This design comes from an exercise in tuning for small area, a short achievable clock period and few clock cycles per item on the open sky130 flow, not from production work.
The RTL was checked by simulation tests, not by an equivalence proof against the original design.

// idct8_top
module idct8_top #(
        parameter int ROUND_SHIFT = 7
) (
        input  logic                    clk,
        input  logic                    reset,
        input  logic                    in_req,
        input  idct_pkg::coef_vec_t     coef,
        input  logic                    out_ack,
        output logic                    in_ack,
        output logic                    out_req,
        output idct_pkg::sample_vec_t   samples
);
Size in the first run: roughly 1500 cells after synthesis, roughly 280 I/O pins, ~23000 um^2 of cells after synthesis.
Settings: LEC_CHECK=0, CAP_MARGIN=20, CORE_MARGIN=2, CORE_UTILIZATION=60, CTS_CLUSTER_DIAMETER=60, CTS_CLUSTER_SIZE=20, SETUP_SLACK_MARGIN=5, SLEW_MARGIN=20, SYNTH_HIERARCHICAL=1, SYNTH_MINIMUM_KEEP_SIZE=0; clock period 9.0 ns.
standard.sh (not shown) runs the stock make flow with config.mk's settings and CLKGATE_MAP_FILE= SYNTH_SCRIPT=/design/flow/synth_recipe.tcl, a recipe that flattens the netlist after the stock synthesis.
==> flow/flow/run.sh <==
#!/bin/bash
# The standard layout (standard.sh, unchanged synthesis), with plain buf_1 cells as the
# input and output port buffers, and timing repair aiming 6.0 ns of slack at the 9 ns constraint
set -euo pipefail
bash standard.sh "BUFFER_PORTS_ARGS=-buffer_cell sky130_fd_sc_hd__buf_1" SETUP_SLACK_MARGIN=6.0 finish > standard.log 2>&1
The starting point completed without violations.
Testbench counts at the start, summed over its fixed seeds: cycles 9,632, items 2,400.
==> next run, changes <==
==> flow/flow/run.sh (replaced) <==
#!/bin/bash
set -euo pipefail
bash standard.sh "BUFFER_PORTS_ARGS=-buffer_cell sky130_fd_sc_hd__buf_1" SETUP_SLACK_MARGIN=6.1 finish > standard.log 2>&1
--- a/flow/config.mk
+++ b/flow/config.mk
@@ -9,6 +9,6 @@
 export CORE_MARGIN = 2
 export CORE_UTILIZATION = 60
-export CTS_CLUSTER_DIAMETER = 60
-export CTS_CLUSTER_SIZE = 20
+export CTS_CLUSTER_DIAMETER = 70
+export CTS_CLUSTER_SIZE = 26
 export SETUP_SLACK_MARGIN = 5
 export SLEW_MARGIN = 20
After rerunning:
- The changed run ran to the end with no violations
- clock-buffer cell count falls by 16
- maximum frequency fell by 1.9%
- sequential share of layout area hardly moves
- worst setup slack got worse by 0.057 ns
- critical path depth decreases by 5
- utilization stays flat
- hold slack gets better by 0.014 ns
- cell area hardly moves
- die area is unchanged
- wire length goes down by 0.86%
==> next run, changes <==
==> flow/flow/run.sh (replaced) <==
#!/bin/bash
# The standard layout (standard.sh, unchanged synthesis), with plain buf_1 cells as the
# input and output port buffers, and timing repair aiming 6.0 ns of slack at the 9 ns constraint
set -euo pipefail
bash standard.sh "BUFFER_PORTS_ARGS=-buffer_cell sky130_fd_sc_hd__buf_1" SETUP_SLACK_MARGIN=6.0 finish > standard.log 2>&1
--- a/flow/config.mk
+++ b/flow/config.mk
@@ -9,6 +9,6 @@
 export CORE_MARGIN = 2
 export CORE_UTILIZATION = 60
-export CTS_CLUSTER_DIAMETER = 70
-export CTS_CLUSTER_SIZE = 26
+export CTS_CLUSTER_DIAMETER = 60
+export CTS_CLUSTER_SIZE = 24
 export SETUP_SLACK_MARGIN = 5
 export SLEW_MARGIN = 20
Result:
- The changed run went through all stages and came out clean
- clock skew rose by 0.0052 ns
- core utilization barely changes
- cell count hardly moves
- via count barely changes
- global-route usage rose by 0.59 points
- hold slack is worse by 0.011 ns


Setup of v42:
Another version of the RTL of idct8_top (not shown whole).
Size: ~510 flip-flops, about 280 I/O pins, roughly 24000 µm² of cells after synthesis.
clock: 9.0 ns
lec_check: 0
cap_margin: 20
core_margin: 2
core_utilization: 40
setup_slack_margin: 5
slew_margin: 20
synth_hierarchical: 1
synth_minimum_keep_size: 0
==> flow/flow/run.sh <==
#!/bin/bash
# The standard layout (standard.sh, unchanged synthesis), with plain buf_1 cells as the
# input and output port buffers, and timing repair aiming 6.3 ns of slack at the 9 ns constraint
set -euo pipefail
bash standard.sh "BUFFER_PORTS_ARGS=-buffer_cell sky130_fd_sc_hd__buf_1" SETUP_SLACK_MARGIN=6.3 finish > standard.log 2>&1
Testbench counts of v42, summed over its fixed seeds: cycles 9,632, items 2,400.
The inputs of v20 differ from those of v42 as listed below.
==> flow/flow/run.sh <==
#!/bin/bash
# The standard layout (standard.sh, unchanged synthesis), with plain buf_1 cells as the
# input and output port buffers instead of the default clkdlybuf4s50_1
set -euo pipefail
bash standard.sh "BUFFER_PORTS_ARGS=-buffer_cell sky130_fd_sc_hd__buf_1" finish > standard.log 2>&1
[summary]
- As far as post-synth design cell area goes, v42 and v20 are indistinguishable; the numbers are identical.
- v20 against v42; detailed-route via count is down slightly.
- ~same synthesized cell count in v20 and v42
- Core util | v20 vs v42 | v20 lower
- Summary of v20 over v42: count of clock-buffer cells in the layout higher; non-clock buffer count lower.
- v42 → v20: total met2 wirelength after detailed routing saw a decrease, worst setup slack after placement saw an increase, sequential share of layout area saw an increase.
The following lists how v24 was set up differently from v20:
==> flow/flow/run.sh <==
#!/bin/bash
# The standard layout (standard.sh, unchanged synthesis), with plain buf_1 cells as the
# input and output port buffers, and timing repair aiming 5.5 ns of slack at the 9 ns constraint
set -euo pipefail
bash standard.sh "BUFFER_PORTS_ARGS=-buffer_cell sky130_fd_sc_hd__buf_1" SETUP_SLACK_MARGIN=5.5 finish > standard.log 2>&1
--- outcome ---
v24: number of buffer and inverter stages on the critical path is 1 higher than what v20 reported. For cell count, v20 and v24 come out practically identical. In the flow results for v24 and v20, the global-route wire length before repair is larger on v24. Relative to v20, clock-cell share of area has gone down in v24. Comparing v24 and v20, worst slack at placement is higher on v20. Looking at v24 and v20, the height of the die is a wash. A last element of the critical path of idct_flow_ctrl_inst.coef_q[63] is what v24 shows, while idct_flow_ctrl_inst.coef_q[60] belongs to v20. v24 — growth of design area from synthesis to finish 0.31 points lower, v20 as reference. Comparing v24 and v20, total length of routed met2 wires is higher on v24. Register-to-register slack delta (v24 − v20): favourable. Worst-case hold slack | v24 below v20.
### v24 -> v33
- putting CTS_CLUSTER_SIZE at 20 where nothing was set
- swapping 40 for 60 in CORE_UTILIZATION
- putting CTS_CLUSTER_DIAMETER at 60 where nothing was set
==> flow/flow/run.sh <==
#!/bin/bash
# The standard layout (standard.sh, unchanged synthesis), with plain buf_1 cells as the
# input and output port buffers, and timing repair aiming 6.0 ns of slack at the 9 ns constraint
set -euo pipefail
bash standard.sh "BUFFER_PORTS_ARGS=-buffer_cell sky130_fd_sc_hd__buf_1" SETUP_SLACK_MARGIN=6.0 finish > standard.log 2>&1
--- outcome ---
Depth of the worst register-to-register path (v33 over v24): decrease, 3
v33 vs. v24: hold slack rose by 0.0069 ns.
The fraction of standard cell area in multi-input logic of v33 exceeds that of v24 by 1.3 points.
There was hardly any difference in deepest clock path buffer count between v33 and v24.
Design area (v33 over v24): decrease, about 2.6%
The run showing the smaller worst setup slack is v24.

port drivers added, routing unchanged:
In the flow no input, the clock included, has a driving cell. The finished layouts below were timed again as built, in two steps. Step 1, drivers: a clkbuf_16 drives clk and a buf_2 each remaining input, both assumed. Step 2 adds t to the input delays and takes it off the output delays; t is the mean of the earliest and latest rising clock arrival at the registers after step 1. Input paths then give back, and output paths get back, about the clock's delay inside the block. a / b / c = ideal / step 1 / step 2; a / b = the first two.
run	shift t [ns]	setup WS [ns]	worst slew at a driven data input, ns
the first run of note 1	0.604	6.049 / 6.042 / 5.478	0.05
the second run of note 1	0.647	5.991 / 5.936 / 5.494	0.08
the third run of note 1	0.607	6.056 / 6.038 / 5.487	0.05
v42	0.657	6.056 / 5.998 / 5.713	0.06
v20	0.643	5.515 / 5.542 / 4.899	0.06
v24	0.647	5.695 / 5.707 / 5.060	0.06
v33	0.613	6.081 / 6.025 / 5.522	0.06
After both steps setup and hold are still met in every run listed. The setup slack of v24, which loses most, moves by +0.012 ns with the drivers and by -0.635 ns with both steps.
